From an optimization exercise on the open Yosys and OpenROAD flow, aimed at small area and a short achievable clock period; shortcuts taken in it are not production practice.
In this exercise RTL edits were held to simulation tests only and were not proved equivalent to the original.
No activity file was given, so power comes from the tool's default toggle rates.

==> flow/design.v (outline; a module is shown in full before it is edited, if it fits) <==
// module hwpe_stream_fifo: 52 lines
// module hwpe_shift_fifo: 41 lines
// module hwpe_ctrl_decode: 92 lines
// module hwpe_mac_engine: 951 lines
// module hwpe_result_unit: 55 lines
// module cluster_hwpe_tile: 111 lines
module cluster_hwpe_tile #(
  parameter int unsigned OpndDepth = 4,
  parameter int unsigned ResDepth  = 4
) (
  input  logic                               clk_i,
  input  logic                               rst_n_i,
  input  logic                               wb_cyc_i,
  input  logic                               wb_stb_i,
  input  logic                               wb_we_i,
  input  logic [tile_cfg_pkg::WB_ADDR_W-1:0] wb_adr_i,
  input  logic [tile_cfg_pkg::WB_DATA_W-1:0] wb_dat_i,
  output logic [tile_cfg_pkg::WB_DATA_W-1:0] wb_dat_o,
  output logic                               wb_ack_o,
  output logic                               wb_err_o,
  output logic                               evt_o
);
  // ...
==> flow/run.sh <==
#!/bin/bash
# synth_recipe.tcl (not shown) runs the flow's synth.tcl, then flattens the netlist and writes it again
# the make line also repeats each setting of config.mk as NAME=value (left out here)
make -C /OpenROAD-flow-scripts/flow DESIGN_CONFIG=/design/flow/config.mk WORK_HOME=/design/flow/orfs CLKGATE_MAP_FILE= SYNTH_SCRIPT=/design/flow/synth_recipe.tcl finish
==> flow/config.mk <==
export PLATFORM = sky130hd
export DESIGN_NAME = cluster_hwpe_tile
export DESIGN_NICKNAME = cluster_hwpe_tile
export VERILOG_FILES = /design/flow/design.v
export SDC_FILE = /design/flow/constraint.sdc
export NUM_CORES = 4
export LEC_CHECK = 0
export CAP_MARGIN = 20
export CORE_MARGIN = 2
export CORE_UTILIZATION = 60
export CTS_BUF_LIST = sky130_fd_sc_hd__clkbuf_4 sky130_fd_sc_hd__clkbuf_8
export SLEW_MARGIN = 20
==> flow/constraint.sdc <==
create_clock -name core_clock -period 10.0 [get_ports {clk_i}]
set_input_delay 2.0000 -clock core_clock [delete_from_list [all_inputs] [get_ports {clk_i}]]
set_output_delay 2.0000 -clock core_clock [all_outputs]
set_load 0.01 [all_outputs]
==> impl_metrics.toml, run 1 <==
[critical_path]
crit_family = "adder cells"
worstRegToRegCells = 13
cp_slowest_cell = "dfstp_2"
startpoint_type = "flop"

[global_route]
track_usage_pct = 28.7
grt-busiest-layer = "met2"
grt_overflow = 0
grt_max_degree = 68
use_met2_pct = 43.4
grt_use_met1_pct = 42.4

[worst_hold_path]
worstHoldEndpoint = "i_decode.ctrl_q[31]"

[synthesis]
syn_area_sq_um = 26200
syn_area_per_cell_sq_um = 12.8
synth_area_leaders = "edfxtp_1 (40%), fa_1 (20%), dfrtp_1 (5.5%)"
yosys-mux-area-fraction_pct = 7.15
yosysTopAreaCellShare_pct = 40.3
synth_fp_nets = 2435
yosys.area.top_type = "edfxtp_1"
yosys.area_share.simple_pct = 10.8

[drt]
met1_length_microns = 27800
drt-total-wl_microns = 61700

[cells_and_area]
fin_util_pct = 67.4
multi_input_area_share_pct = 42.2
multi_input_area_sq_um = 12300
final-instance-count-excl-fill = 2782
nFlopsAndLatches = 444

[sta]
finalHoldViolCount = 0
fin_tns_setup_ps = 0
min_period_ps = 5030
setup_slack_ps = 4970
period_share_pct = 50.3

[power]
p_leak_nw = 11.5
seqPwrFrac_pct = 36.4

[run_status]
status = "no timing/DRC/antenna violations"
==> module hwpe_shift_fifo, before the edit <==
module hwpe_shift_fifo #(
  parameter int unsigned Depth     = 4,
  parameter int unsigned Width     = 32
) (
  input  logic     clk_i,
  input  logic     rst_n_i,
  input  logic     in_valid_i,
  output logic     in_ready_o,
  input  logic [Width-1:0] in_data_i,
  output logic     out_valid_o,
  input  logic     out_ready_i,
  output logic [Width-1:0] out_data_o
);
  logic [Width-1:0] mem_q [Depth];
  logic [Depth-1:0] occ_q;
  logic             push;
  logic             pop;
  assign in_ready_o  = ~occ_q[Depth-1];
  assign out_valid_o = occ_q[0];
  assign out_data_o  = mem_q[0];
  assign push = in_valid_i & in_ready_o;
  assign pop  = out_valid_o & out_ready_i;
  always_ff @(posedge clk_i or negedge rst_n_i) begin
    if (!rst_n_i) begin
      occ_q <= '0;
    end else if (push && !pop) begin
      occ_q <= {occ_q[Depth-2:0], 1'b1};
    end else if (pop && !push) begin
      occ_q <= {1'b0, occ_q[Depth-1:1]};
    end
  end
  always_ff @(posedge clk_i) begin
    for (int unsigned i = 0; i < Depth; i++) begin
      if (i + 1 < Depth && pop && occ_q[(i + 1) % Depth]) begin
        mem_q[i] <= mem_q[(i + 1) % Depth];
      end else if (pop || !occ_q[i]) begin
        mem_q[i] <= in_data_i;
      end
    end
  end
endmodule
==> run 2, diff against run 1 <==
==> flow/design.v (replaced) <==
package tile_cfg_pkg;
  localparam int unsigned WB_ADDR_W = 32;
  localparam int unsigned WB_DATA_W = 32;
  localparam logic [WB_ADDR_W-1:0] REG_CTRL   = 32'h0;
  localparam logic [WB_ADDR_W-1:0] REG_OPND   = 32'h4;
  localparam logic [WB_ADDR_W-1:0] REG_RESULT = 32'h8;
  localparam logic [WB_ADDR_W-1:0] REG_STATUS = 32'hC;
  localparam int unsigned REG_SEL_LSB = 2;
  localparam int unsigned REG_SEL_W   = 2;
  localparam int unsigned CTRL_OP_LSB  = 0;
  localparam int unsigned CTRL_OP_W    = 2;
  localparam int unsigned CTRL_LEN_LSB = 8;
  localparam int unsigned CTRL_LEN_W   = 8;
  localparam int unsigned STAT_EVT_BIT    = 0;
  localparam int unsigned STAT_RVALID_BIT = 1;
  localparam int unsigned STAT_OFULL_BIT  = 2;
  localparam int unsigned STAT_CNT_LSB    = 8;
endpackage
package hwpe_pkg;
  localparam int unsigned OPERAND_W = 16;
  localparam int unsigned RESULT_W  = 32;
  typedef enum logic [1:0] {
    OP_ADD = 2'd0,
    OP_MUL = 2'd1,
    OP_MAC = 2'd2
  } opcode_e;
  typedef struct packed {
    logic [OPERAND_W-1:0] b;
    logic [OPERAND_W-1:0] a;
  } operand_pair_t;
  typedef logic [RESULT_W-1:0] result_t;
endpackage
module hwpe_stream_fifo #(
  parameter int unsigned Depth     = 4,
  parameter int unsigned Width     = 32
) (
  input  logic     clk_i,
  input  logic     rst_n_i,
  input  logic     in_valid_i,
  output logic     in_ready_o,
  input  logic [Width-1:0] in_data_i,
  output logic     out_valid_o,
  input  logic     out_ready_i,
  output logic [Width-1:0] out_data_o
);
  localparam int unsigned PTR_W = (Depth > 1) ? $clog2(Depth) : 1;
  localparam int unsigned CNT_W = $clog2(Depth + 1);
  localparam logic [PTR_W-1:0] LAST = PTR_W'(Depth - 1);
  logic [Width-1:0] mem_q [Depth];
  logic [PTR_W-1:0] wr_ptr_q;
  logic [PTR_W-1:0] rd_ptr_q;
  logic [CNT_W-1:0] count_q;
  logic             push;
  logic             pop;
  assign in_ready_o  = (count_q != CNT_W'(Depth));
  assign out_valid_o = (count_q != '0);
  assign out_data_o  = mem_q[rd_ptr_q];
  assign push = in_valid_i & in_ready_o;
  assign pop  = out_valid_o & out_ready_i;
  always_ff @(posedge clk_i or negedge rst_n_i) begin
    if (!rst_n_i) begin
      wr_ptr_q <= '0;
      rd_ptr_q <= '0;
      count_q  <= '0;
    end else begin
      if (push) begin
        wr_ptr_q <= (wr_ptr_q == LAST) ? '0 : wr_ptr_q + 1'b1;
      end
      if (pop) begin
        rd_ptr_q <= (rd_ptr_q == LAST) ? '0 : rd_ptr_q + 1'b1;
      end
      if (push && !pop) begin
        count_q <= count_q + 1'b1;
      end else if (pop && !push) begin
        count_q <= count_q - 1'b1;
      end
    end
  end
  always_ff @(posedge clk_i) begin
    if (push) begin
      mem_q[wr_ptr_q] <= in_data_i;
    end
  end
endmodule
module hwpe_shift_fifo #(
  parameter int unsigned Depth     = 4,
  parameter int unsigned Width     = 32
) (
  input  logic     clk_i,
  input  logic     rst_n_i,
  input  logic     in_valid_i,
  output logic     in_ready_o,
  input  logic [Width-1:0] in_data_i,
  output logic     out_valid_o,
  input  logic     out_ready_i,
  output logic [Width-1:0] out_data_o,
  output logic [Width-1:0] out_next_o
);
  logic [Width-1:0] mem_q [Depth];
  logic [Depth-1:0] occ_q;
  logic             push;
  logic             pop;
  assign in_ready_o  = ~occ_q[Depth-1];
  assign out_valid_o = occ_q[0];
  assign out_data_o  = mem_q[0];
  assign push = in_valid_i & in_ready_o;
  assign pop  = out_valid_o & out_ready_i;
  always_ff @(posedge clk_i or negedge rst_n_i) begin
    if (!rst_n_i) begin
      occ_q <= '0;
    end else if (push && !pop) begin
      occ_q <= {occ_q[Depth-2:0], 1'b1};
    end else if (pop && !push) begin
      occ_q <= {1'b0, occ_q[Depth-1:1]};
    end
  end
  logic [Width-1:0] mem_d [Depth];
  always_comb begin
    for (int unsigned i = 0; i < Depth; i++) begin
      if (i + 1 < Depth && pop && occ_q[(i + 1) % Depth]) begin
        mem_d[i] = mem_q[(i + 1) % Depth];
      end else if (pop || !occ_q[i]) begin
        mem_d[i] = in_data_i;
      end else begin
        mem_d[i] = mem_q[i];
      end
    end
  end
  always_ff @(posedge clk_i) begin
    for (int unsigned i = 0; i < Depth; i++) begin
      mem_q[i] <= mem_d[i];
    end
  end
  assign out_next_o = mem_d[0];
endmodule
module hwpe_ctrl_decode (
  input  logic                                      clk_i,
  input  logic                                      rst_n_i,
  input  logic                                      wb_cyc_i,
  input  logic                                      wb_stb_i,
  input  logic                                      wb_we_i,
  input  logic [tile_cfg_pkg::WB_ADDR_W-1:0]        wb_adr_i,
  input  logic [tile_cfg_pkg::WB_DATA_W-1:0]        wb_dat_i,
  output logic [tile_cfg_pkg::WB_DATA_W-1:0]        wb_dat_o,
  output logic                                      wb_ack_o,
  output logic                                      wb_err_o,
  output logic                                      opnd_valid_o,
  input  logic                                      opnd_ready_i,
  output hwpe_pkg::operand_pair_t                   opnd_data_o,
  output logic                                      start_o,
  output hwpe_pkg::opcode_e                         opcode_o,
  output logic [tile_cfg_pkg::CTRL_LEN_W-1:0]       job_len_o,
  input  logic                                      res_valid_i,
  input  hwpe_pkg::result_t                         res_data_i,
  input  logic [tile_cfg_pkg::CTRL_LEN_W-1:0]       consumed_i,
  input  logic                                      evt_i,
  output logic                                      res_pop_o
);
  localparam logic [1:0] SEL_CTRL =
    2'(tile_cfg_pkg::REG_CTRL >> tile_cfg_pkg::REG_SEL_LSB);
  localparam logic [1:0] SEL_OPND =
    2'(tile_cfg_pkg::REG_OPND >> tile_cfg_pkg::REG_SEL_LSB);
  localparam logic [1:0] SEL_RESULT =
    2'(tile_cfg_pkg::REG_RESULT >> tile_cfg_pkg::REG_SEL_LSB);
  logic [tile_cfg_pkg::REG_SEL_W-1:0] reg_sel;
  logic                               req;
  logic [tile_cfg_pkg::WB_DATA_W-1:0] ctrl_q;
  logic [tile_cfg_pkg::WB_DATA_W-1:0] status_word;
  logic [tile_cfg_pkg::WB_DATA_W-1:0] rdata_d;
  logic                               ack_d;
  logic                               err_d;
  assign req     = wb_cyc_i & wb_stb_i & ~wb_ack_o & ~wb_err_o;
  assign reg_sel = wb_adr_i[tile_cfg_pkg::REG_SEL_LSB +: tile_cfg_pkg::REG_SEL_W];
  assign opnd_valid_o = req & wb_we_i & (reg_sel == SEL_OPND);
  assign opnd_data_o  = hwpe_pkg::operand_pair_t'(wb_dat_i);
  assign res_pop_o = req & ~wb_we_i & (reg_sel == SEL_RESULT) & res_valid_i;
  assign opcode_o  = hwpe_pkg::opcode_e'(
    ctrl_q[tile_cfg_pkg::CTRL_OP_LSB +: tile_cfg_pkg::CTRL_OP_W]);
  assign job_len_o = ctrl_q[tile_cfg_pkg::CTRL_LEN_LSB +: tile_cfg_pkg::CTRL_LEN_W];
  always_comb begin
    status_word = '0;
    status_word[tile_cfg_pkg::STAT_EVT_BIT]    = evt_i;
    status_word[tile_cfg_pkg::STAT_RVALID_BIT] = res_valid_i;
    status_word[tile_cfg_pkg::STAT_OFULL_BIT]  = ~opnd_ready_i;
    status_word[tile_cfg_pkg::STAT_CNT_LSB +: tile_cfg_pkg::CTRL_LEN_W] = consumed_i;
  end
  always_comb begin
    ack_d = 1'b0;
    err_d = 1'b0;
    if (req) begin
      case (reg_sel)
        SEL_OPND:   ack_d = ~wb_we_i | opnd_ready_i;
        SEL_RESULT: begin
          ack_d = wb_we_i | res_valid_i;
          err_d = ~wb_we_i & ~res_valid_i;
        end
        default:    ack_d = 1'b1;
      endcase
    end
  end
  always_comb begin
    case (reg_sel)
      SEL_CTRL:   rdata_d = ctrl_q;
      SEL_OPND:   rdata_d = '0;
      SEL_RESULT: rdata_d = res_data_i;
      default:    rdata_d = status_word;
    endcase
  end
  always_ff @(posedge clk_i or negedge rst_n_i) begin
    if (!rst_n_i) begin
      wb_ack_o <= 1'b0;
      wb_err_o <= 1'b0;
      start_o  <= 1'b0;
      ctrl_q   <= '0;
    end else begin
      wb_ack_o <= ack_d;
      wb_err_o <= err_d;
      start_o  <= req & wb_we_i & (reg_sel == SEL_CTRL);
      if (req && wb_we_i && (reg_sel == SEL_CTRL)) begin
        ctrl_q <= wb_dat_i;
      end
    end
  end
  always_ff @(posedge clk_i) begin
    wb_dat_o <= rdata_d;
  end
endmodule
module hwpe_mac_engine (
  input  logic                    clk_i,
  input  logic                    rst_n_i,
  input  logic                    start_i,
  input  hwpe_pkg::opcode_e       opcode_i,
  input  logic                    opnd_valid_i,
  output logic                    opnd_ready_o,
  input  hwpe_pkg::operand_pair_t opnd_data_i,
  input  hwpe_pkg::operand_pair_t opnd_next_i,
  output logic                    res_valid_o,
  input  logic                    res_ready_i,
  output hwpe_pkg::result_t       res_data_o
);
  logic        is_add_q;     
  logic        is_mac_q;     
  logic        acc_zero_q;   
  logic        valid_q;
  logic        fire;
  logic        acc_en;
  logic        is_add_d;
  logic [31:0] s_q;
  logic [31:0] c_q;
  logic [15:0] a;
  logic [15:0] b;
  logic [17:0] bn;           
  logic [8:0]  one_d, one_q;
  logic [7:0]  two_d, two_q;
  logic [7:0]  neg_d, neg_q;
  logic [31:0] x1;
  logic [31:0] x2;
  logic [31:0] tree_s;
  logic [31:0] tree_c;
  logic [16:0] bp0;
  logic [16:0] bp1;
  logic [16:0] bp2;
  logic [16:0] bp3;
  logic [16:0] bp4;
  logic [16:0] bp5;
  logic [16:0] bp6;
  logic [16:0] bp7;
  logic [15:0] bp8;
  assign opnd_ready_o = ~valid_q | res_ready_i;
  assign fire         = opnd_valid_i & opnd_ready_o;
  assign a = opnd_data_i.a;
  assign b = opnd_data_i.b;
  assign is_add_d = start_i ? ((opcode_i != hwpe_pkg::OP_MUL) && (opcode_i != hwpe_pkg::OP_MAC))
                            : is_add_q;
  assign bn = {1'b0, opnd_next_i.b, 1'b0};
  always_comb begin
    for (int unsigned k = 0; k < 8; k++) begin
      one_d[k] = bn[2*k+1] ^ bn[2*k];
      two_d[k] = (bn[2*k+2] & ~bn[2*k+1] & ~bn[2*k]) | (~bn[2*k+2] & bn[2*k+1] & bn[2*k]);
      neg_d[k] = bn[2*k+2] & ~(bn[2*k+1] & bn[2*k]);
    end
    one_d[8] = bn[16];
    if (is_add_d) begin
      one_d = 9'b1;
      two_d = '0;
      neg_d = '0;
    end
  end
  always_ff @(posedge clk_i) begin
    one_q <= one_d;
    two_q <= two_d;
    neg_q <= neg_d;
  end
  assign acc_en = is_mac_q & ~acc_zero_q;
  always_comb begin
    x1 = s_q & {32{acc_en}};
    x1[15:0] = x1[15:0] | (b & {16{is_add_q}});
    x2 = c_q & {32{acc_en}};
  end
  assign bp0 = (({1'b0, a} & {17{one_q[0]}}) | ({a, 1'b0} & {17{two_q[0]}})) ^ {17{neg_q[0]}};
  assign bp1 = (({1'b0, a} & {17{one_q[1]}}) | ({a, 1'b0} & {17{two_q[1]}})) ^ {17{neg_q[1]}};
  assign bp2 = (({1'b0, a} & {17{one_q[2]}}) | ({a, 1'b0} & {17{two_q[2]}})) ^ {17{neg_q[2]}};
  assign bp3 = (({1'b0, a} & {17{one_q[3]}}) | ({a, 1'b0} & {17{two_q[3]}})) ^ {17{neg_q[3]}};
  assign bp4 = (({1'b0, a} & {17{one_q[4]}}) | ({a, 1'b0} & {17{two_q[4]}})) ^ {17{neg_q[4]}};
  assign bp5 = (({1'b0, a} & {17{one_q[5]}}) | ({a, 1'b0} & {17{two_q[5]}})) ^ {17{neg_q[5]}};
  assign bp6 = (({1'b0, a} & {17{one_q[6]}}) | ({a, 1'b0} & {17{two_q[6]}})) ^ {17{neg_q[6]}};
  assign bp7 = (({1'b0, a} & {17{one_q[7]}}) | ({a, 1'b0} & {17{two_q[7]}})) ^ {17{neg_q[7]}};
  assign bp8 = a & {16{one_q[8]}};
  logic hs0, hc0;
  assign hs0 = bp0[12] ^ bp1[10];
  assign hc0 = bp0[12] & bp1[10];
  logic hs1, hc1;
  assign hs1 = bp0[13] ^ bp1[11];
  assign hc1 = bp0[13] & bp1[11];
  logic fs0, fc0;
  assign fs0 = bp0[14] ^ bp1[12] ^ bp2[10];
  assign fc0 = (bp0[14] & bp1[12]) | (bp0[14] & bp2[10]) | (bp1[12] & bp2[10]);
  logic hs2, hc2;
  assign hs2 = bp3[8] ^ bp4[6];
  assign hc2 = bp3[8] & bp4[6];
  logic fs1, fc1;
  assign fs1 = bp0[15] ^ bp1[13] ^ bp2[11];
  assign fc1 = (bp0[15] & bp1[13]) | (bp0[15] & bp2[11]) | (bp1[13] & bp2[11]);
  logic hs3, hc3;
  assign hs3 = bp3[9] ^ bp4[7];
  assign hc3 = bp3[9] & bp4[7];
  logic fs2, fc2;
  assign fs2 = bp0[16] ^ bp1[14] ^ bp2[12];
  assign fc2 = (bp0[16] & bp1[14]) | (bp0[16] & bp2[12]) | (bp1[14] & bp2[12]);
  logic fs3, fc3;
  assign fs3 = bp3[10] ^ bp4[8] ^ bp5[6];
  assign fc3 = (bp3[10] & bp4[8]) | (bp3[10] & bp5[6]) | (bp4[8] & bp5[6]);
  logic fs4, fc4;
  assign fs4 = ~neg_q[0] ^ bp1[15] ^ bp2[13];
  assign fc4 = (~neg_q[0] & bp1[15]) | (~neg_q[0] & bp2[13]) | (bp1[15] & bp2[13]);
  logic fs5, fc5;
  assign fs5 = bp3[11] ^ bp4[9] ^ bp5[7];
  assign fc5 = (bp3[11] & bp4[9]) | (bp3[11] & bp5[7]) | (bp4[9] & bp5[7]);
  logic hs4, hc4;
  assign hs4 = bp6[5] ^ bp7[3];
  assign hc4 = bp6[5] & bp7[3];
  logic fs6, fc6;
  assign fs6 = bp1[16] ^ bp2[14] ^ bp3[12];
  assign fc6 = (bp1[16] & bp2[14]) | (bp1[16] & bp3[12]) | (bp2[14] & bp3[12]);
  logic fs7, fc7;
  assign fs7 = bp4[10] ^ bp5[8] ^ bp6[6];
  assign fc7 = (bp4[10] & bp5[8]) | (bp4[10] & bp6[6]) | (bp5[8] & bp6[6]);
  logic hs5, hc5;
  assign hs5 = bp7[4] ^ bp8[2];
  assign hc5 = bp7[4] & bp8[2];
  logic fs8, fc8;
  assign fs8 = ~neg_q[1] ^ bp2[15] ^ bp3[13];
  assign fc8 = (~neg_q[1] & bp2[15]) | (~neg_q[1] & bp3[13]) | (bp2[15] & bp3[13]);
  logic fs9, fc9;
  assign fs9 = bp4[11] ^ bp5[9] ^ bp6[7];
  assign fc9 = (bp4[11] & bp5[9]) | (bp4[11] & bp6[7]) | (bp5[9] & bp6[7]);
  logic fs10, fc10;
  assign fs10 = bp2[16] ^ bp3[14] ^ bp4[12];
  assign fc10 = (bp2[16] & bp3[14]) | (bp2[16] & bp4[12]) | (bp3[14] & bp4[12]);
  logic hs6, hc6;
  assign hs6 = bp5[10] ^ bp6[8];
  assign hc6 = bp5[10] & bp6[8];
  logic fs11, fc11;
  assign fs11 = ~neg_q[2] ^ bp3[15] ^ bp4[13];
  assign fc11 = (~neg_q[2] & bp3[15]) | (~neg_q[2] & bp4[13]) | (bp3[15] & bp4[13]);
  logic hs7, hc7;
  assign hs7 = bp3[16] ^ bp4[14];
  assign hc7 = bp3[16] & bp4[14];
  logic hs8, hc8;
  assign hs8 = bp0[6] ^ bp1[4];
  assign hc8 = bp0[6] & bp1[4];
  logic hs9, hc9;
  assign hs9 = bp0[7] ^ bp1[5];
  assign hc9 = bp0[7] & bp1[5];
  logic fs12, fc12;
  assign fs12 = bp0[8] ^ bp1[6] ^ bp2[4];
  assign fc12 = (bp0[8] & bp1[6]) | (bp0[8] & bp2[4]) | (bp1[6] & bp2[4]);
  logic hs10, hc10;
  assign hs10 = bp3[2] ^ bp4[0];
  assign hc10 = bp3[2] & bp4[0];
  logic fs13, fc13;
  assign fs13 = bp0[9] ^ bp1[7] ^ bp2[5];
  assign fc13 = (bp0[9] & bp1[7]) | (bp0[9] & bp2[5]) | (bp1[7] & bp2[5]);
  logic hs11, hc11;
  assign hs11 = bp3[3] ^ bp4[1];
  assign hc11 = bp3[3] & bp4[1];
  logic fs14, fc14;
  assign fs14 = bp0[10] ^ bp1[8] ^ bp2[6];
  assign fc14 = (bp0[10] & bp1[8]) | (bp0[10] & bp2[6]) | (bp1[8] & bp2[6]);
  logic fs15, fc15;
  assign fs15 = bp3[4] ^ bp4[2] ^ bp5[0];
  assign fc15 = (bp3[4] & bp4[2]) | (bp3[4] & bp5[0]) | (bp4[2] & bp5[0]);
  logic hs12, hc12;
  assign hs12 = neg_q[5] ^ x1[10];
  assign hc12 = neg_q[5] & x1[10];
  logic fs16, fc16;
  assign fs16 = bp0[11] ^ bp1[9] ^ bp2[7];
  assign fc16 = (bp0[11] & bp1[9]) | (bp0[11] & bp2[7]) | (bp1[9] & bp2[7]);
  logic fs17, fc17;
  assign fs17 = bp3[5] ^ bp4[3] ^ bp5[1];
  assign fc17 = (bp3[5] & bp4[3]) | (bp3[5] & bp5[1]) | (bp4[3] & bp5[1]);
  logic hs13, hc13;
  assign hs13 = x1[11] ^ x2[11];
  assign hc13 = x1[11] & x2[11];
  logic fs18, fc18;
  assign fs18 = bp2[8] ^ bp3[6] ^ bp4[4];
  assign fc18 = (bp2[8] & bp3[6]) | (bp2[8] & bp4[4]) | (bp3[6] & bp4[4]);
  logic fs19, fc19;
  assign fs19 = bp5[2] ^ bp6[0] ^ neg_q[6];
  assign fc19 = (bp5[2] & bp6[0]) | (bp5[2] & neg_q[6]) | (bp6[0] & neg_q[6]);
  logic fs20, fc20;
  assign fs20 = x1[12] ^ x2[12] ^ hs0;
  assign fc20 = (x1[12] & x2[12]) | (x1[12] & hs0) | (x2[12] & hs0);
  logic fs21, fc21;
  assign fs21 = bp2[9] ^ bp3[7] ^ bp4[5];
  assign fc21 = (bp2[9] & bp3[7]) | (bp2[9] & bp4[5]) | (bp3[7] & bp4[5]);
  logic fs22, fc22;
  assign fs22 = bp5[3] ^ bp6[1] ^ x1[13];
  assign fc22 = (bp5[3] & bp6[1]) | (bp5[3] & x1[13]) | (bp6[1] & x1[13]);
  logic fs23, fc23;
  assign fs23 = x2[13] ^ hc0 ^ hs1;
  assign fc23 = (x2[13] & hc0) | (x2[13] & hs1) | (hc0 & hs1);
  logic fs24, fc24;
  assign fs24 = bp5[4] ^ bp6[2] ^ bp7[0];
  assign fc24 = (bp5[4] & bp6[2]) | (bp5[4] & bp7[0]) | (bp6[2] & bp7[0]);
  logic fs25, fc25;
  assign fs25 = neg_q[7] ^ x1[14] ^ x2[14];
  assign fc25 = (neg_q[7] & x1[14]) | (neg_q[7] & x2[14]) | (x1[14] & x2[14]);
  logic fs26, fc26;
  assign fs26 = hc1 ^ fs0 ^ hs2;
  assign fc26 = (hc1 & fs0) | (hc1 & hs2) | (fs0 & hs2);
  logic fs27, fc27;
  assign fs27 = bp5[5] ^ bp6[3] ^ bp7[1];
  assign fc27 = (bp5[5] & bp6[3]) | (bp5[5] & bp7[1]) | (bp6[3] & bp7[1]);
  logic fs28, fc28;
  assign fs28 = x1[15] ^ x2[15] ^ fc0;
  assign fc28 = (x1[15] & x2[15]) | (x1[15] & fc0) | (x2[15] & fc0);
  logic fs29, fc29;
  assign fs29 = hc2 ^ fs1 ^ hs3;
  assign fc29 = (hc2 & fs1) | (hc2 & hs3) | (fs1 & hs3);
  logic fs30, fc30;
  assign fs30 = bp6[4] ^ bp7[2] ^ bp8[0];
  assign fc30 = (bp6[4] & bp7[2]) | (bp6[4] & bp8[0]) | (bp7[2] & bp8[0]);
  logic fs31, fc31;
  assign fs31 = x1[16] ^ x2[16] ^ fc1;
  assign fc31 = (x1[16] & x2[16]) | (x1[16] & fc1) | (x2[16] & fc1);
  logic fs32, fc32;
  assign fs32 = hc3 ^ fs2 ^ fs3;
  assign fc32 = (hc3 & fs2) | (hc3 & fs3) | (fs2 & fs3);
  logic fs33, fc33;
  assign fs33 = bp8[1] ^ x1[17] ^ x2[17];
  assign fc33 = (bp8[1] & x1[17]) | (bp8[1] & x2[17]) | (x1[17] & x2[17]);
  logic fs34, fc34;
  assign fs34 = 1'b1 ^ fc2 ^ fc3;
  assign fc34 = (1'b1 & fc2) | (1'b1 & fc3) | (fc2 & fc3);
  logic fs35, fc35;
  assign fs35 = fs4 ^ fs5 ^ hs4;
  assign fc35 = (fs4 & fs5) | (fs4 & hs4) | (fs5 & hs4);
  logic fs36, fc36;
  assign fs36 = x1[18] ^ x2[18] ^ 1'b1;
  assign fc36 = (x1[18] & x2[18]) | (x1[18] & 1'b1) | (x2[18] & 1'b1);
  logic fs37, fc37;
  assign fs37 = fc4 ^ fc5 ^ hc4;
  assign fc37 = (fc4 & fc5) | (fc4 & hc4) | (fc5 & hc4);
  logic fs38, fc38;
  assign fs38 = fs6 ^ fs7 ^ hs5;
  assign fc38 = (fs6 & fs7) | (fs6 & hs5) | (fs7 & hs5);
  logic fs39, fc39;
  assign fs39 = bp7[5] ^ bp8[3] ^ x1[19];
  assign fc39 = (bp7[5] & bp8[3]) | (bp7[5] & x1[19]) | (bp8[3] & x1[19]);
  logic fs40, fc40;
  assign fs40 = x2[19] ^ fc6 ^ fc7;
  assign fc40 = (x2[19] & fc6) | (x2[19] & fc7) | (fc6 & fc7);
  logic fs41, fc41;
  assign fs41 = hc5 ^ fs8 ^ fs9;
  assign fc41 = (hc5 & fs8) | (hc5 & fs9) | (fs8 & fs9);
  logic fs42, fc42;
  assign fs42 = bp7[6] ^ bp8[4] ^ x1[20];
  assign fc42 = (bp7[6] & bp8[4]) | (bp7[6] & x1[20]) | (bp8[4] & x1[20]);
  logic fs43, fc43;
  assign fs43 = x2[20] ^ 1'b1 ^ fc8;
  assign fc43 = (x2[20] & 1'b1) | (x2[20] & fc8) | (1'b1 & fc8);
  logic fs44, fc44;
  assign fs44 = fc9 ^ fs10 ^ hs6;
  assign fc44 = (fc9 & fs10) | (fc9 & hs6) | (fs10 & hs6);
  logic fs45, fc45;
  assign fs45 = bp5[11] ^ bp6[9] ^ bp7[7];
  assign fc45 = (bp5[11] & bp6[9]) | (bp5[11] & bp7[7]) | (bp6[9] & bp7[7]);
  logic fs46, fc46;
  assign fs46 = bp8[5] ^ x1[21] ^ x2[21];
  assign fc46 = (bp8[5] & x1[21]) | (bp8[5] & x2[21]) | (x1[21] & x2[21]);
  logic fs47, fc47;
  assign fs47 = fc10 ^ hc6 ^ fs11;
  assign fc47 = (fc10 & hc6) | (fc10 & fs11) | (hc6 & fs11);
  logic fs48, fc48;
  assign fs48 = bp5[12] ^ bp6[10] ^ bp7[8];
  assign fc48 = (bp5[12] & bp6[10]) | (bp5[12] & bp7[8]) | (bp6[10] & bp7[8]);
  logic fs49, fc49;
  assign fs49 = bp8[6] ^ x1[22] ^ x2[22];
  assign fc49 = (bp8[6] & x1[22]) | (bp8[6] & x2[22]) | (x1[22] & x2[22]);
  logic fs50, fc50;
  assign fs50 = 1'b1 ^ fc11 ^ hs7;
  assign fc50 = (1'b1 & fc11) | (1'b1 & hs7) | (fc11 & hs7);
  logic fs51, fc51;
  assign fs51 = ~neg_q[3] ^ bp4[15] ^ bp5[13];
  assign fc51 = (~neg_q[3] & bp4[15]) | (~neg_q[3] & bp5[13]) | (bp4[15] & bp5[13]);
  logic fs52, fc52;
  assign fs52 = bp6[11] ^ bp7[9] ^ bp8[7];
  assign fc52 = (bp6[11] & bp7[9]) | (bp6[11] & bp8[7]) | (bp7[9] & bp8[7]);
  logic fs53, fc53;
  assign fs53 = x1[23] ^ x2[23] ^ hc7;
  assign fc53 = (x1[23] & x2[23]) | (x1[23] & hc7) | (x2[23] & hc7);
  logic fs54, fc54;
  assign fs54 = bp4[16] ^ bp5[14] ^ bp6[12];
  assign fc54 = (bp4[16] & bp5[14]) | (bp4[16] & bp6[12]) | (bp5[14] & bp6[12]);
  logic fs55, fc55;
  assign fs55 = bp7[10] ^ bp8[8] ^ x1[24];
  assign fc55 = (bp7[10] & bp8[8]) | (bp7[10] & x1[24]) | (bp8[8] & x1[24]);
  logic hs14, hc14;
  assign hs14 = x2[24] ^ 1'b1;
  assign hc14 = x2[24] & 1'b1;
  logic fs56, fc56;
  assign fs56 = ~neg_q[4] ^ bp5[15] ^ bp6[13];
  assign fc56 = (~neg_q[4] & bp5[15]) | (~neg_q[4] & bp6[13]) | (bp5[15] & bp6[13]);
  logic fs57, fc57;
  assign fs57 = bp7[11] ^ bp8[9] ^ x1[25];
  assign fc57 = (bp7[11] & bp8[9]) | (bp7[11] & x1[25]) | (bp8[9] & x1[25]);
  logic fs58, fc58;
  assign fs58 = bp5[16] ^ bp6[14] ^ bp7[12];
  assign fc58 = (bp5[16] & bp6[14]) | (bp5[16] & bp7[12]) | (bp6[14] & bp7[12]);
  logic hs15, hc15;
  assign hs15 = bp8[10] ^ x1[26];
  assign hc15 = bp8[10] & x1[26];
  logic fs59, fc59;
  assign fs59 = ~neg_q[5] ^ bp6[15] ^ bp7[13];
  assign fc59 = (~neg_q[5] & bp6[15]) | (~neg_q[5] & bp7[13]) | (bp6[15] & bp7[13]);
  logic hs16, hc16;
  assign hs16 = bp6[16] ^ bp7[14];
  assign hc16 = bp6[16] & bp7[14];
  logic hs17, hc17;
  assign hs17 = bp0[2] ^ bp1[0];
  assign hc17 = bp0[2] & bp1[0];
  logic hs18, hc18;
  assign hs18 = bp0[3] ^ bp1[1];
  assign hc18 = bp0[3] & bp1[1];
  logic fs60, fc60;
  assign fs60 = bp0[4] ^ bp1[2] ^ bp2[0];
  assign fc60 = (bp0[4] & bp1[2]) | (bp0[4] & bp2[0]) | (bp1[2] & bp2[0]);
  logic hs19, hc19;
  assign hs19 = neg_q[2] ^ x1[4];
  assign hc19 = neg_q[2] & x1[4];
  logic fs61, fc61;
  assign fs61 = bp0[5] ^ bp1[3] ^ bp2[1];
  assign fc61 = (bp0[5] & bp1[3]) | (bp0[5] & bp2[1]) | (bp1[3] & bp2[1]);
  logic hs20, hc20;
  assign hs20 = x1[5] ^ x2[5];
  assign hc20 = x1[5] & x2[5];
  logic fs62, fc62;
  assign fs62 = bp2[2] ^ bp3[0] ^ neg_q[3];
  assign fc62 = (bp2[2] & bp3[0]) | (bp2[2] & neg_q[3]) | (bp3[0] & neg_q[3]);
  logic fs63, fc63;
  assign fs63 = x1[6] ^ x2[6] ^ hs8;
  assign fc63 = (x1[6] & x2[6]) | (x1[6] & hs8) | (x2[6] & hs8);
  logic fs64, fc64;
  assign fs64 = bp2[3] ^ bp3[1] ^ x1[7];
  assign fc64 = (bp2[3] & bp3[1]) | (bp2[3] & x1[7]) | (bp3[1] & x1[7]);
  logic fs65, fc65;
  assign fs65 = x2[7] ^ hc8 ^ hs9;
  assign fc65 = (x2[7] & hc8) | (x2[7] & hs9) | (hc8 & hs9);
  logic fs66, fc66;
  assign fs66 = neg_q[4] ^ x1[8] ^ x2[8];
  assign fc66 = (neg_q[4] & x1[8]) | (neg_q[4] & x2[8]) | (x1[8] & x2[8]);
  logic fs67, fc67;
  assign fs67 = hc9 ^ fs12 ^ hs10;
  assign fc67 = (hc9 & fs12) | (hc9 & hs10) | (fs12 & hs10);
  logic fs68, fc68;
  assign fs68 = x1[9] ^ x2[9] ^ fc12;
  assign fc68 = (x1[9] & x2[9]) | (x1[9] & fc12) | (x2[9] & fc12);
  logic fs69, fc69;
  assign fs69 = hc10 ^ fs13 ^ hs11;
  assign fc69 = (hc10 & fs13) | (hc10 & hs11) | (fs13 & hs11);
  logic fs70, fc70;
  assign fs70 = x2[10] ^ fc13 ^ hc11;
  assign fc70 = (x2[10] & fc13) | (x2[10] & hc11) | (fc13 & hc11);
  logic fs71, fc71;
  assign fs71 = fs14 ^ fs15 ^ hs12;
  assign fc71 = (fs14 & fs15) | (fs14 & hs12) | (fs15 & hs12);
  logic fs72, fc72;
  assign fs72 = fc14 ^ fc15 ^ hc12;
  assign fc72 = (fc14 & fc15) | (fc14 & hc12) | (fc15 & hc12);
  logic fs73, fc73;
  assign fs73 = fs16 ^ fs17 ^ hs13;
  assign fc73 = (fs16 & fs17) | (fs16 & hs13) | (fs17 & hs13);
  logic fs74, fc74;
  assign fs74 = fc16 ^ fc17 ^ hc13;
  assign fc74 = (fc16 & fc17) | (fc16 & hc13) | (fc17 & hc13);
  logic fs75, fc75;
  assign fs75 = fs18 ^ fs19 ^ fs20;
  assign fc75 = (fs18 & fs19) | (fs18 & fs20) | (fs19 & fs20);
  logic fs76, fc76;
  assign fs76 = fc18 ^ fc19 ^ fc20;
  assign fc76 = (fc18 & fc19) | (fc18 & fc20) | (fc19 & fc20);
  logic fs77, fc77;
  assign fs77 = fs21 ^ fs22 ^ fs23;
  assign fc77 = (fs21 & fs22) | (fs21 & fs23) | (fs22 & fs23);
  logic fs78, fc78;
  assign fs78 = fc21 ^ fc22 ^ fc23;
  assign fc78 = (fc21 & fc22) | (fc21 & fc23) | (fc22 & fc23);
  logic fs79, fc79;
  assign fs79 = fs24 ^ fs25 ^ fs26;
  assign fc79 = (fs24 & fs25) | (fs24 & fs26) | (fs25 & fs26);
  logic fs80, fc80;
  assign fs80 = fc24 ^ fc25 ^ fc26;
  assign fc80 = (fc24 & fc25) | (fc24 & fc26) | (fc25 & fc26);
  logic fs81, fc81;
  assign fs81 = fs27 ^ fs28 ^ fs29;
  assign fc81 = (fs27 & fs28) | (fs27 & fs29) | (fs28 & fs29);
  logic fs82, fc82;
  assign fs82 = fc27 ^ fc28 ^ fc29;
  assign fc82 = (fc27 & fc28) | (fc27 & fc29) | (fc28 & fc29);
  logic fs83, fc83;
  assign fs83 = fs30 ^ fs31 ^ fs32;
  assign fc83 = (fs30 & fs31) | (fs30 & fs32) | (fs31 & fs32);
  logic fs84, fc84;
  assign fs84 = fc30 ^ fc31 ^ fc32;
  assign fc84 = (fc30 & fc31) | (fc30 & fc32) | (fc31 & fc32);
  logic fs85, fc85;
  assign fs85 = fs33 ^ fs34 ^ fs35;
  assign fc85 = (fs33 & fs34) | (fs33 & fs35) | (fs34 & fs35);
  logic fs86, fc86;
  assign fs86 = fc33 ^ fc34 ^ fc35;
  assign fc86 = (fc33 & fc34) | (fc33 & fc35) | (fc34 & fc35);
  logic fs87, fc87;
  assign fs87 = fs36 ^ fs37 ^ fs38;
  assign fc87 = (fs36 & fs37) | (fs36 & fs38) | (fs37 & fs38);
  logic fs88, fc88;
  assign fs88 = fc36 ^ fc37 ^ fc38;
  assign fc88 = (fc36 & fc37) | (fc36 & fc38) | (fc37 & fc38);
  logic fs89, fc89;
  assign fs89 = fs39 ^ fs40 ^ fs41;
  assign fc89 = (fs39 & fs40) | (fs39 & fs41) | (fs40 & fs41);
  logic fs90, fc90;
  assign fs90 = fc39 ^ fc40 ^ fc41;
  assign fc90 = (fc39 & fc40) | (fc39 & fc41) | (fc40 & fc41);
  logic fs91, fc91;
  assign fs91 = fs42 ^ fs43 ^ fs44;
  assign fc91 = (fs42 & fs43) | (fs42 & fs44) | (fs43 & fs44);
  logic fs92, fc92;
  assign fs92 = fc42 ^ fc43 ^ fc44;
  assign fc92 = (fc42 & fc43) | (fc42 & fc44) | (fc43 & fc44);
  logic fs93, fc93;
  assign fs93 = fs45 ^ fs46 ^ fs47;
  assign fc93 = (fs45 & fs46) | (fs45 & fs47) | (fs46 & fs47);
  logic fs94, fc94;
  assign fs94 = fc45 ^ fc46 ^ fc47;
  assign fc94 = (fc45 & fc46) | (fc45 & fc47) | (fc46 & fc47);
  logic fs95, fc95;
  assign fs95 = fs48 ^ fs49 ^ fs50;
  assign fc95 = (fs48 & fs49) | (fs48 & fs50) | (fs49 & fs50);
  logic fs96, fc96;
  assign fs96 = fc48 ^ fc49 ^ fc50;
  assign fc96 = (fc48 & fc49) | (fc48 & fc50) | (fc49 & fc50);
  logic fs97, fc97;
  assign fs97 = fs51 ^ fs52 ^ fs53;
  assign fc97 = (fs51 & fs52) | (fs51 & fs53) | (fs52 & fs53);
  logic fs98, fc98;
  assign fs98 = fc51 ^ fc52 ^ fc53;
  assign fc98 = (fc51 & fc52) | (fc51 & fc53) | (fc52 & fc53);
  logic fs99, fc99;
  assign fs99 = fs54 ^ fs55 ^ hs14;
  assign fc99 = (fs54 & fs55) | (fs54 & hs14) | (fs55 & hs14);
  logic fs100, fc100;
  assign fs100 = x2[25] ^ fc54 ^ fc55;
  assign fc100 = (x2[25] & fc54) | (x2[25] & fc55) | (fc54 & fc55);
  logic fs101, fc101;
  assign fs101 = hc14 ^ fs56 ^ fs57;
  assign fc101 = (hc14 & fs56) | (hc14 & fs57) | (fs56 & fs57);
  logic fs102, fc102;
  assign fs102 = x2[26] ^ 1'b1 ^ fc56;
  assign fc102 = (x2[26] & 1'b1) | (x2[26] & fc56) | (1'b1 & fc56);
  logic fs103, fc103;
  assign fs103 = fc57 ^ fs58 ^ hs15;
  assign fc103 = (fc57 & fs58) | (fc57 & hs15) | (fs58 & hs15);
  logic fs104, fc104;
  assign fs104 = bp8[11] ^ x1[27] ^ x2[27];
  assign fc104 = (bp8[11] & x1[27]) | (bp8[11] & x2[27]) | (x1[27] & x2[27]);
  logic fs105, fc105;
  assign fs105 = fc58 ^ hc15 ^ fs59;
  assign fc105 = (fc58 & hc15) | (fc58 & fs59) | (hc15 & fs59);
  logic fs106, fc106;
  assign fs106 = bp8[12] ^ x1[28] ^ x2[28];
  assign fc106 = (bp8[12] & x1[28]) | (bp8[12] & x2[28]) | (x1[28] & x2[28]);
  logic fs107, fc107;
  assign fs107 = 1'b1 ^ fc59 ^ hs16;
  assign fc107 = (1'b1 & fc59) | (1'b1 & hs16) | (fc59 & hs16);
  logic fs108, fc108;
  assign fs108 = ~neg_q[6] ^ bp7[15] ^ bp8[13];
  assign fc108 = (~neg_q[6] & bp7[15]) | (~neg_q[6] & bp8[13]) | (bp7[15] & bp8[13]);
  logic fs109, fc109;
  assign fs109 = x1[29] ^ x2[29] ^ hc16;
  assign fc109 = (x1[29] & x2[29]) | (x1[29] & hc16) | (x2[29] & hc16);
  logic fs110, fc110;
  assign fs110 = bp7[16] ^ bp8[14] ^ x1[30];
  assign fc110 = (bp7[16] & bp8[14]) | (bp7[16] & x1[30]) | (bp8[14] & x1[30]);
  logic hs21, hc21;
  assign hs21 = x2[30] ^ 1'b1;
  assign hc21 = x2[30] & 1'b1;
  logic fs111, fc111;
  assign fs111 = ~neg_q[7] ^ bp8[15] ^ x1[31];
  assign fc111 = (~neg_q[7] & bp8[15]) | (~neg_q[7] & x1[31]) | (bp8[15] & x1[31]);
  logic hs22, hc22;
  assign hs22 = bp0[0] ^ neg_q[0];
  assign hc22 = bp0[0] & neg_q[0];
  logic hs23, hc23;
  assign hs23 = bp0[1] ^ x1[1];
  assign hc23 = bp0[1] & x1[1];
  logic fs112, fc112;
  assign fs112 = neg_q[1] ^ x1[2] ^ x2[2];
  assign fc112 = (neg_q[1] & x1[2]) | (neg_q[1] & x2[2]) | (x1[2] & x2[2]);
  logic fs113, fc113;
  assign fs113 = x1[3] ^ x2[3] ^ hc17;
  assign fc113 = (x1[3] & x2[3]) | (x1[3] & hc17) | (x2[3] & hc17);
  logic fs114, fc114;
  assign fs114 = x2[4] ^ hc18 ^ fs60;
  assign fc114 = (x2[4] & hc18) | (x2[4] & fs60) | (hc18 & fs60);
  logic fs115, fc115;
  assign fs115 = fc60 ^ hc19 ^ fs61;
  assign fc115 = (fc60 & hc19) | (fc60 & fs61) | (hc19 & fs61);
  logic fs116, fc116;
  assign fs116 = fc61 ^ hc20 ^ fs62;
  assign fc116 = (fc61 & hc20) | (fc61 & fs62) | (hc20 & fs62);
  logic fs117, fc117;
  assign fs117 = fc62 ^ fc63 ^ fs64;
  assign fc117 = (fc62 & fc63) | (fc62 & fs64) | (fc63 & fs64);
  logic fs118, fc118;
  assign fs118 = fc64 ^ fc65 ^ fs66;
  assign fc118 = (fc64 & fc65) | (fc64 & fs66) | (fc65 & fs66);
  logic fs119, fc119;
  assign fs119 = fc66 ^ fc67 ^ fs68;
  assign fc119 = (fc66 & fc67) | (fc66 & fs68) | (fc67 & fs68);
  logic fs120, fc120;
  assign fs120 = fc68 ^ fc69 ^ fs70;
  assign fc120 = (fc68 & fc69) | (fc68 & fs70) | (fc69 & fs70);
  logic fs121, fc121;
  assign fs121 = fc70 ^ fc71 ^ fs72;
  assign fc121 = (fc70 & fc71) | (fc70 & fs72) | (fc71 & fs72);
  logic fs122, fc122;
  assign fs122 = fc72 ^ fc73 ^ fs74;
  assign fc122 = (fc72 & fc73) | (fc72 & fs74) | (fc73 & fs74);
  logic fs123, fc123;
  assign fs123 = fc74 ^ fc75 ^ fs76;
  assign fc123 = (fc74 & fc75) | (fc74 & fs76) | (fc75 & fs76);
  logic fs124, fc124;
  assign fs124 = fc76 ^ fc77 ^ fs78;
  assign fc124 = (fc76 & fc77) | (fc76 & fs78) | (fc77 & fs78);
  logic fs125, fc125;
  assign fs125 = fc78 ^ fc79 ^ fs80;
  assign fc125 = (fc78 & fc79) | (fc78 & fs80) | (fc79 & fs80);
  logic fs126, fc126;
  assign fs126 = fc80 ^ fc81 ^ fs82;
  assign fc126 = (fc80 & fc81) | (fc80 & fs82) | (fc81 & fs82);
  logic fs127, fc127;
  assign fs127 = fc82 ^ fc83 ^ fs84;
  assign fc127 = (fc82 & fc83) | (fc82 & fs84) | (fc83 & fs84);
  logic fs128, fc128;
  assign fs128 = fc84 ^ fc85 ^ fs86;
  assign fc128 = (fc84 & fc85) | (fc84 & fs86) | (fc85 & fs86);
  logic fs129, fc129;
  assign fs129 = fc86 ^ fc87 ^ fs88;
  assign fc129 = (fc86 & fc87) | (fc86 & fs88) | (fc87 & fs88);
  logic fs130, fc130;
  assign fs130 = fc88 ^ fc89 ^ fs90;
  assign fc130 = (fc88 & fc89) | (fc88 & fs90) | (fc89 & fs90);
  logic fs131, fc131;
  assign fs131 = fc90 ^ fc91 ^ fs92;
  assign fc131 = (fc90 & fc91) | (fc90 & fs92) | (fc91 & fs92);
  logic fs132, fc132;
  assign fs132 = fc92 ^ fc93 ^ fs94;
  assign fc132 = (fc92 & fc93) | (fc92 & fs94) | (fc93 & fs94);
  logic fs133, fc133;
  assign fs133 = fc94 ^ fc95 ^ fs96;
  assign fc133 = (fc94 & fc95) | (fc94 & fs96) | (fc95 & fs96);
  logic fs134, fc134;
  assign fs134 = fc96 ^ fc97 ^ fs98;
  assign fc134 = (fc96 & fc97) | (fc96 & fs98) | (fc97 & fs98);
  logic fs135, fc135;
  assign fs135 = fc98 ^ fc99 ^ fs100;
  assign fc135 = (fc98 & fc99) | (fc98 & fs100) | (fc99 & fs100);
  logic fs136, fc136;
  assign fs136 = fc100 ^ fc101 ^ fs102;
  assign fc136 = (fc100 & fc101) | (fc100 & fs102) | (fc101 & fs102);
  logic fs137, fc137;
  assign fs137 = fc102 ^ fc103 ^ fs104;
  assign fc137 = (fc102 & fc103) | (fc102 & fs104) | (fc103 & fs104);
  logic fs138, fc138;
  assign fs138 = fc104 ^ fc105 ^ fs106;
  assign fc138 = (fc104 & fc105) | (fc104 & fs106) | (fc105 & fs106);
  logic fs139, fc139;
  assign fs139 = fc106 ^ fc107 ^ fs108;
  assign fc139 = (fc106 & fc107) | (fc106 & fs108) | (fc107 & fs108);
  logic fs140, fc140;
  assign fs140 = fc108 ^ fc109 ^ fs110;
  assign fc140 = (fc108 & fc109) | (fc108 & fs110) | (fc109 & fs110);
  logic fs141, fc141;
  assign fs141 = x2[31] ^ fc110 ^ hc21;
  assign fc141 = (x2[31] & fc110) | (x2[31] & hc21) | (fc110 & hc21);
  logic hs24, hc24;
  assign hs24 = x1[0] ^ x2[0];
  assign hc24 = x1[0] & x2[0];
  logic fs142, fc142;
  assign fs142 = x2[1] ^ hc22 ^ hs23;
  assign fc142 = (x2[1] & hc22) | (x2[1] & hs23) | (hc22 & hs23);
  logic fs143, fc143;
  assign fs143 = hs17 ^ hc23 ^ fs112;
  assign fc143 = (hs17 & hc23) | (hs17 & fs112) | (hc23 & fs112);
  logic fs144, fc144;
  assign fs144 = hs18 ^ fc112 ^ fs113;
  assign fc144 = (hs18 & fc112) | (hs18 & fs113) | (fc112 & fs113);
  logic fs145, fc145;
  assign fs145 = hs19 ^ fc113 ^ fs114;
  assign fc145 = (hs19 & fc113) | (hs19 & fs114) | (fc113 & fs114);
  logic fs146, fc146;
  assign fs146 = hs20 ^ fc114 ^ fs115;
  assign fc146 = (hs20 & fc114) | (hs20 & fs115) | (fc114 & fs115);
  logic fs147, fc147;
  assign fs147 = fs63 ^ fc115 ^ fs116;
  assign fc147 = (fs63 & fc115) | (fs63 & fs116) | (fc115 & fs116);
  logic fs148, fc148;
  assign fs148 = fs65 ^ fc116 ^ fs117;
  assign fc148 = (fs65 & fc116) | (fs65 & fs117) | (fc116 & fs117);
  logic fs149, fc149;
  assign fs149 = fs67 ^ fc117 ^ fs118;
  assign fc149 = (fs67 & fc117) | (fs67 & fs118) | (fc117 & fs118);
  logic fs150, fc150;
  assign fs150 = fs69 ^ fc118 ^ fs119;
  assign fc150 = (fs69 & fc118) | (fs69 & fs119) | (fc118 & fs119);
  logic fs151, fc151;
  assign fs151 = fs71 ^ fc119 ^ fs120;
  assign fc151 = (fs71 & fc119) | (fs71 & fs120) | (fc119 & fs120);
  logic fs152, fc152;
  assign fs152 = fs73 ^ fc120 ^ fs121;
  assign fc152 = (fs73 & fc120) | (fs73 & fs121) | (fc120 & fs121);
  logic fs153, fc153;
  assign fs153 = fs75 ^ fc121 ^ fs122;
  assign fc153 = (fs75 & fc121) | (fs75 & fs122) | (fc121 & fs122);
  logic fs154, fc154;
  assign fs154 = fs77 ^ fc122 ^ fs123;
  assign fc154 = (fs77 & fc122) | (fs77 & fs123) | (fc122 & fs123);
  logic fs155, fc155;
  assign fs155 = fs79 ^ fc123 ^ fs124;
  assign fc155 = (fs79 & fc123) | (fs79 & fs124) | (fc123 & fs124);
  logic fs156, fc156;
  assign fs156 = fs81 ^ fc124 ^ fs125;
  assign fc156 = (fs81 & fc124) | (fs81 & fs125) | (fc124 & fs125);
  logic fs157, fc157;
  assign fs157 = fs83 ^ fc125 ^ fs126;
  assign fc157 = (fs83 & fc125) | (fs83 & fs126) | (fc125 & fs126);
  logic fs158, fc158;
  assign fs158 = fs85 ^ fc126 ^ fs127;
  assign fc158 = (fs85 & fc126) | (fs85 & fs127) | (fc126 & fs127);
  logic fs159, fc159;
  assign fs159 = fs87 ^ fc127 ^ fs128;
  assign fc159 = (fs87 & fc127) | (fs87 & fs128) | (fc127 & fs128);
  logic fs160, fc160;
  assign fs160 = fs89 ^ fc128 ^ fs129;
  assign fc160 = (fs89 & fc128) | (fs89 & fs129) | (fc128 & fs129);
  logic fs161, fc161;
  assign fs161 = fs91 ^ fc129 ^ fs130;
  assign fc161 = (fs91 & fc129) | (fs91 & fs130) | (fc129 & fs130);
  logic fs162, fc162;
  assign fs162 = fs93 ^ fc130 ^ fs131;
  assign fc162 = (fs93 & fc130) | (fs93 & fs131) | (fc130 & fs131);
  logic fs163, fc163;
  assign fs163 = fs95 ^ fc131 ^ fs132;
  assign fc163 = (fs95 & fc131) | (fs95 & fs132) | (fc131 & fs132);
  logic fs164, fc164;
  assign fs164 = fs97 ^ fc132 ^ fs133;
  assign fc164 = (fs97 & fc132) | (fs97 & fs133) | (fc132 & fs133);
  logic fs165, fc165;
  assign fs165 = fs99 ^ fc133 ^ fs134;
  assign fc165 = (fs99 & fc133) | (fs99 & fs134) | (fc133 & fs134);
  logic fs166, fc166;
  assign fs166 = fs101 ^ fc134 ^ fs135;
  assign fc166 = (fs101 & fc134) | (fs101 & fs135) | (fc134 & fs135);
  logic fs167, fc167;
  assign fs167 = fs103 ^ fc135 ^ fs136;
  assign fc167 = (fs103 & fc135) | (fs103 & fs136) | (fc135 & fs136);
  logic fs168, fc168;
  assign fs168 = fs105 ^ fc136 ^ fs137;
  assign fc168 = (fs105 & fc136) | (fs105 & fs137) | (fc136 & fs137);
  logic fs169, fc169;
  assign fs169 = fs107 ^ fc137 ^ fs138;
  assign fc169 = (fs107 & fc137) | (fs107 & fs138) | (fc137 & fs138);
  logic fs170, fc170;
  assign fs170 = fs109 ^ fc138 ^ fs139;
  assign fc170 = (fs109 & fc138) | (fs109 & fs139) | (fc138 & fs139);
  logic fs171, fc171;
  assign fs171 = hs21 ^ fc139 ^ fs140;
  assign fc171 = (hs21 & fc139) | (hs21 & fs140) | (fc139 & fs140);
  logic fs172, fc172;
  assign fs172 = fs111 ^ fc140 ^ fs141;
  assign fc172 = (fs111 & fc140) | (fs111 & fs141) | (fc140 & fs141);
  assign tree_s[0] = hs22;
  assign tree_c[0] = hs24;
  assign tree_s[1] = hc24;
  assign tree_c[1] = fs142;
  assign tree_s[2] = fc142;
  assign tree_c[2] = fs143;
  assign tree_s[3] = fc143;
  assign tree_c[3] = fs144;
  assign tree_s[4] = fc144;
  assign tree_c[4] = fs145;
  assign tree_s[5] = fc145;
  assign tree_c[5] = fs146;
  assign tree_s[6] = fc146;
  assign tree_c[6] = fs147;
  assign tree_s[7] = fc147;
  assign tree_c[7] = fs148;
  assign tree_s[8] = fc148;
  assign tree_c[8] = fs149;
  assign tree_s[9] = fc149;
  assign tree_c[9] = fs150;
  assign tree_s[10] = fc150;
  assign tree_c[10] = fs151;
  assign tree_s[11] = fc151;
  assign tree_c[11] = fs152;
  assign tree_s[12] = fc152;
  assign tree_c[12] = fs153;
  assign tree_s[13] = fc153;
  assign tree_c[13] = fs154;
  assign tree_s[14] = fc154;
  assign tree_c[14] = fs155;
  assign tree_s[15] = fc155;
  assign tree_c[15] = fs156;
  assign tree_s[16] = fc156;
  assign tree_c[16] = fs157;
  assign tree_s[17] = fc157;
  assign tree_c[17] = fs158;
  assign tree_s[18] = fc158;
  assign tree_c[18] = fs159;
  assign tree_s[19] = fc159;
  assign tree_c[19] = fs160;
  assign tree_s[20] = fc160;
  assign tree_c[20] = fs161;
  assign tree_s[21] = fc161;
  assign tree_c[21] = fs162;
  assign tree_s[22] = fc162;
  assign tree_c[22] = fs163;
  assign tree_s[23] = fc163;
  assign tree_c[23] = fs164;
  assign tree_s[24] = fc164;
  assign tree_c[24] = fs165;
  assign tree_s[25] = fc165;
  assign tree_c[25] = fs166;
  assign tree_s[26] = fc166;
  assign tree_c[26] = fs167;
  assign tree_s[27] = fc167;
  assign tree_c[27] = fs168;
  assign tree_s[28] = fc168;
  assign tree_c[28] = fs169;
  assign tree_s[29] = fc169;
  assign tree_c[29] = fs170;
  assign tree_s[30] = fc170;
  assign tree_c[30] = fs171;
  assign tree_s[31] = fc171;
  assign tree_c[31] = fs172;
  always_ff @(posedge clk_i or negedge rst_n_i) begin
    if (!rst_n_i) begin
      is_add_q   <= 1'b1;
      is_mac_q   <= 1'b0;
      acc_zero_q <= 1'b1;
      valid_q    <= 1'b0;
    end else begin
      is_add_q <= is_add_d;
      if (start_i) begin
        is_mac_q   <= (opcode_i == hwpe_pkg::OP_MAC);
        acc_zero_q <= 1'b1;
      end else if (fire) begin
        acc_zero_q <= 1'b0;
      end
      if (fire) begin
        valid_q <= 1'b1;
      end else if (res_ready_i) begin
        valid_q <= 1'b0;
      end
    end
  end
  always_ff @(posedge clk_i) begin
    if (fire) begin
      s_q <= tree_s;
      c_q <= tree_c;
    end
  end
  assign res_valid_o = valid_q;
  assign res_data_o  = s_q + c_q;
endmodule
module hwpe_result_unit (
  input  logic                                clk_i,
  input  logic                                rst_n_i,
  input  logic                                start_i,
  input  logic [tile_cfg_pkg::CTRL_LEN_W-1:0] job_len_i,
  input  logic                                res_valid_i,
  output logic                                res_ready_o,
  input  hwpe_pkg::result_t                   res_data_i,
  input  logic                                pop_i,
  output logic                                head_valid_o,
  output hwpe_pkg::result_t                   head_data_o,
  output logic [tile_cfg_pkg::CTRL_LEN_W-1:0] consumed_o,
  output logic                                evt_o
);
  logic [tile_cfg_pkg::CTRL_LEN_W-1:0] count_q;
  logic [tile_cfg_pkg::CTRL_LEN_W-1:0] count_inc;
  hwpe_pkg::result_t                   head_q;
  logic                                head_valid_q;
  logic                                evt_q;
  logic                                load;
  assign res_ready_o = ~head_valid_q | pop_i;
  assign load        = res_valid_i & res_ready_o;
  assign count_inc   = count_q + 1'b1;
  always_ff @(posedge clk_i or negedge rst_n_i) begin
    if (!rst_n_i) begin
      head_valid_q <= 1'b0;
      count_q      <= '0;
      evt_q        <= 1'b0;
    end else begin
      if (load) begin
        head_valid_q <= 1'b1;
      end else if (pop_i) begin
        head_valid_q <= 1'b0;
      end
      if (start_i) begin
        count_q <= '0;
        evt_q   <= 1'b0;
      end else if (pop_i) begin
        count_q <= count_inc;
        if ((count_inc == job_len_i) && (job_len_i != '0)) begin
          evt_q <= 1'b1;
        end
      end
    end
  end
  always_ff @(posedge clk_i) begin
    if (load) begin
      head_q <= res_data_i;
    end
  end
  assign head_valid_o = head_valid_q;
  assign head_data_o  = head_q;
  assign consumed_o   = count_q;
  assign evt_o        = evt_q;
endmodule
module cluster_hwpe_tile #(
  parameter int unsigned OpndDepth = 4,
  parameter int unsigned ResDepth  = 4
) (
  input  logic                               clk_i,
  input  logic                               rst_n_i,
  input  logic                               wb_cyc_i,
  input  logic                               wb_stb_i,
  input  logic                               wb_we_i,
  input  logic [tile_cfg_pkg::WB_ADDR_W-1:0] wb_adr_i,
  input  logic [tile_cfg_pkg::WB_DATA_W-1:0] wb_dat_i,
  output logic [tile_cfg_pkg::WB_DATA_W-1:0] wb_dat_o,
  output logic                               wb_ack_o,
  output logic                               wb_err_o,
  output logic                               evt_o
);
  logic                                opnd_valid;
  logic                                opnd_ready;
  hwpe_pkg::operand_pair_t             opnd_data;
  logic                                eng_in_valid;
  logic                                eng_in_ready;
  hwpe_pkg::operand_pair_t             eng_in_data;
  hwpe_pkg::operand_pair_t             eng_in_next;
  logic                                eng_out_valid;
  logic                                eng_out_ready;
  hwpe_pkg::result_t                   eng_out_data;
  logic                                rf_valid;
  logic                                rf_ready;
  hwpe_pkg::result_t                   rf_data;
  logic                                head_valid;
  hwpe_pkg::result_t                   head_data;
  logic [tile_cfg_pkg::CTRL_LEN_W-1:0] consumed;
  logic [tile_cfg_pkg::CTRL_LEN_W-1:0] job_len;
  hwpe_pkg::opcode_e                   opcode;
  logic                                start;
  logic                                res_pop;
  hwpe_ctrl_decode i_decode (
    .clk_i        (clk_i),
    .rst_n_i      (rst_n_i),
    .wb_cyc_i     (wb_cyc_i),
    .wb_stb_i     (wb_stb_i),
    .wb_we_i      (wb_we_i),
    .wb_adr_i     (wb_adr_i),
    .wb_dat_i     (wb_dat_i),
    .wb_dat_o     (wb_dat_o),
    .wb_ack_o     (wb_ack_o),
    .wb_err_o     (wb_err_o),
    .opnd_valid_o (opnd_valid),
    .opnd_ready_i (opnd_ready),
    .opnd_data_o  (opnd_data),
    .start_o      (start),
    .opcode_o     (opcode),
    .job_len_o    (job_len),
    .res_valid_i  (head_valid),
    .res_data_i   (head_data),
    .consumed_i   (consumed),
    .evt_i        (evt_o),
    .res_pop_o    (res_pop)
  );
  hwpe_shift_fifo #(
    .Depth    (OpndDepth),
    .Width    (2 * hwpe_pkg::OPERAND_W)
  ) i_opnd_fifo (
    .clk_i      (clk_i),
    .rst_n_i    (rst_n_i),
    .in_valid_i (opnd_valid),
    .in_ready_o (opnd_ready),
    .in_data_i  (opnd_data),
    .out_valid_o(eng_in_valid),
    .out_ready_i(eng_in_ready),
    .out_data_o (eng_in_data),
    .out_next_o (eng_in_next)
  );
  hwpe_mac_engine i_engine (
    .clk_i       (clk_i),
    .rst_n_i     (rst_n_i),
    .start_i     (start),
    .opcode_i    (opcode),
    .opnd_valid_i(eng_in_valid),
    .opnd_ready_o(eng_in_ready),
    .opnd_data_i (eng_in_data),
    .opnd_next_i (eng_in_next),
    .res_valid_o (eng_out_valid),
    .res_ready_i (eng_out_ready),
    .res_data_o  (eng_out_data)
  );
  hwpe_stream_fifo #(
    .Depth    (ResDepth),
    .Width    (hwpe_pkg::RESULT_W)
  ) i_res_fifo (
    .clk_i      (clk_i),
    .rst_n_i    (rst_n_i),
    .in_valid_i (eng_out_valid),
    .in_ready_o (eng_out_ready),
    .in_data_i  (eng_out_data),
    .out_valid_o(rf_valid),
    .out_ready_i(rf_ready),
    .out_data_o (rf_data)
  );
  hwpe_result_unit i_result (
    .clk_i       (clk_i),
    .rst_n_i     (rst_n_i),
    .start_i     (start),
    .job_len_i   (job_len),
    .res_valid_i (rf_valid),
    .res_ready_o (rf_ready),
    .res_data_i  (rf_data),
    .pop_i       (res_pop),
    .head_valid_o(head_valid),
    .head_data_o (head_data),
    .consumed_o  (consumed),
    .evt_o       (evt_o)
  );
endmodule
==> flow/config.mk (replaced) <==
export PLATFORM = sky130hd
export DESIGN_NAME = cluster_hwpe_tile
export DESIGN_NICKNAME = cluster_hwpe_tile
export VERILOG_FILES = /design/flow/design.v
export SDC_FILE = /design/flow/constraint.sdc
export NUM_CORES = 4
export LEC_CHECK = 0
export ABC_CLOCK_PERIOD_IN_PS = 3500
export CAP_MARGIN = 20
export CORE_MARGIN = 2
export CORE_UTILIZATION = 40
export SETUP_SLACK_MARGIN = 5
export SLEW_MARGIN = 20
==> impl_metrics.toml, run 2 <==
[critical_path]
cp_cell_sequence = "inv_2 > xnor2_1 > fa_1 > fa_1 > fa_1 > fa_1 > inv_1 > fa_1"
startpoint_type = "flop"
cp_slowest_cell = "dfxtp_1"
crit_family = "adder cells"
critPathKind = "flop to flop"
cp_num_buf_inv = 2

[power]
powerDensity_nw_per_um2 = 304
switchingPower_mw = 3.41
seqPwrFrac_pct = 33.8
p_leak_nw = 11.3
vdd_drop_max_mv = 0.327
intPower_mw = 5.53
p_sw_share_pct = 38.1
pwr-share-comb_pct = 45.7

[global_route]
grt_use_met1_pct = 28.2
track_usage_pct = 19.8
use_met2_pct = 31.6
grt_max_degree = 65
grt-busiest-layer = "met2"
grt_pass1_vias = 16700
antenna_found_initial = 3
grt_overflow = 0

[synthesis]
synth_common_cells = "edfxtp_1 (336), nand2_1 (241), inv_1 (200), fa_1 (164), a22oi_1 (160)"
yosys.area.top_type = "edfxtp_1"
yosysWarnings = 7
ys_seq_area_share_pct = 49.7
ys_async_sr_fraction_pct = 12.8
yosysTopAreaCellShare_pct = 38.4
syn_area_sq_um = 26300
syn_area_per_cell_sq_um = 12.4
netlist_instances = 2115
synth_fp_nets = 2428
ys_types = 67
synth_area_leaders = "edfxtp_1 (38%), fa_1 (13%), dfxtp_1 (5.6%)"
yosys.cell_count.top_type = "edfxtp_1"

[cells_and_area]
multi_input_area_sq_um = 11900
fill_cells = 5903
seq_area_sq_um = 13100
final-instance-count-excl-fill = 3038
top_regs = "i_opnd_fifo.mem_q (128), i_res_fifo.mem_q (128)"
drive_gt1_share_pct = 11.8
final_common_cell = "edfxtp_1"
fin_nets = 2453

[clock_network]
cts.sinks = 469
post_cts_buffers = 0
cts.clk_slew.worst_paths_ps = 60
cts_tree = "yes"
holdBufCountCts = 0
cts.root.buffer_cell = "clkbuf_16"
cts_resized = 0

[floorplan]
rows = 93
initial_core_util_pct = 40.6
die-area_sq_um = 67700
die_w_microns = 260
core-area_sq_um = 64700

[sta]
drv_slew = 0
slew_headroom_pct = 35.7
finalHoldViolCount = 0
setup_slack_ps = 5720
fin_skew_ps = 47.1
min_period_ps = 4280
period_share_pct = 42.8
tightest_slew_ps = 964
fin_tns_setup_ps = 0

[drt]
ant_nets = 0
vias_per_cell = 5.37
drt-total-wl_microns = 66100
dr.pass1.iters = 5

[place]
dp.cells = 2942

[run_status]
status = "no timing/DRC/antenna violations"

[run]
maxCapViolations = 0
==> run 2: cell types whose count changed in the layout (fill, tap and decap cells not counted), moves of 42 or more <==
cell and delta:
mux2_2 +53, and2_1 -130, fa_1 -92, inv_1 -42
clkbuf_8 -75, mux2_1 -63, xnor2_1 +122, clkbuf_16 +52
a22oi_1 +124
==> run 2: per-layer routing <==
metal | vias up | wire, microns
met5 | - | 0
met1 | 8287 | 29200
met2 | 579 | 31200
li1 | 7337 | -
met3 | 97 | 3760
met4 | 0 | 1980
==> run 2: power groups by stage <==
stage	clock [mW]	combinational (mW)	sequential [mW]
floorplan	0	3.08	2.85
global placement	0	3.96	3.06
detailed placement	0	4.15	3.06
finish	1.83	4.09	3.03
CTS	1.87	4.18	3.02
global route	1.94	4.74	3.04
==> run 2: final cells by class <==
cell class / count / share of cell area, %
Sequential cell: 469 / 44.4
Multi-Input combinational cell: 1303 / 40.3
Clock buffer: 69 / 4.82
Tap cell: 855 / 3.63
Timing Repair Buffer: 107 / 3.40
Inverter: 209 / 2.66
Clock inverter: 24 / 0.778
Antenna cell: 2 / 0.0170
==> run 2: kinds of logic after synthesis <==
family	Yosys count	share of synthesized area, %
buffers and inverters	343	5.08
AOI/OAI and AO/OA	308	8.16
adders and majority gates	244	16.3
xor gates and xnor gates	190	6.34
muxes	132	7.04
and+or+nand+nor	429	7.33
DFF	469	49.7
==> run 2: final timing paths <==
check                      slack [ps]  depth (start not counted)           startpoint                endpoint
min in group asynchronous        1570                          2              rst_n_i   i_res_fifo.count_q[1]
hold reg to reg                   480                          2  i_decode.ctrl_q[30]     i_decode.ctrl_q[30]
hold / removal                    480                          2  i_decode.ctrl_q[30]     i_decode.ctrl_q[30]
setup / recovery                 5720                          8    i_engine.neg_q[1]        i_engine.c_q[16]
max in group asynchronous        7860                          2              rst_n_i  i_res_fifo.rd_ptr_q[1]
setup reg to reg                 5720                          8    i_engine.neg_q[1]        i_engine.c_q[16]
==> run 2: through the flow <==
| stage | util, % | hold WS (ps) | area [sq um] | power [mW] |
|---|---|---|---|---|
| 3_3_place_gp | 42.9 | 467 | 27800 | 7.02 |
| 4_1_cts | 45.5 | 485 | 29400 | 9.07 |
| 3_5_place_dp | 42.9 | 468 | 27800 | 7.22 |
| 2_1_floorplan | - | 437 | 26300 | 5.93 |
| 5_1_grt | 45.5 | 530 | 29400 | 9.73 |
| 6_report | 45.5 | 481 | 29400 | 8.94 |
==> run 2: tightest hold or removal path: cells and delay by family, from the launching register on <==
family	cells	cell delay [ps]
and+or+nand+nor	2	100
DFF	1	340

Setup slack of run 2, layout unchanged: 5.718 ns with ideal ports, 5.718 ns with driving cells assumed (clock clkbuf_16, inputs buf_2), 5.169 ns with port delays also shifted by the 0.648 ns mid clock arrival.
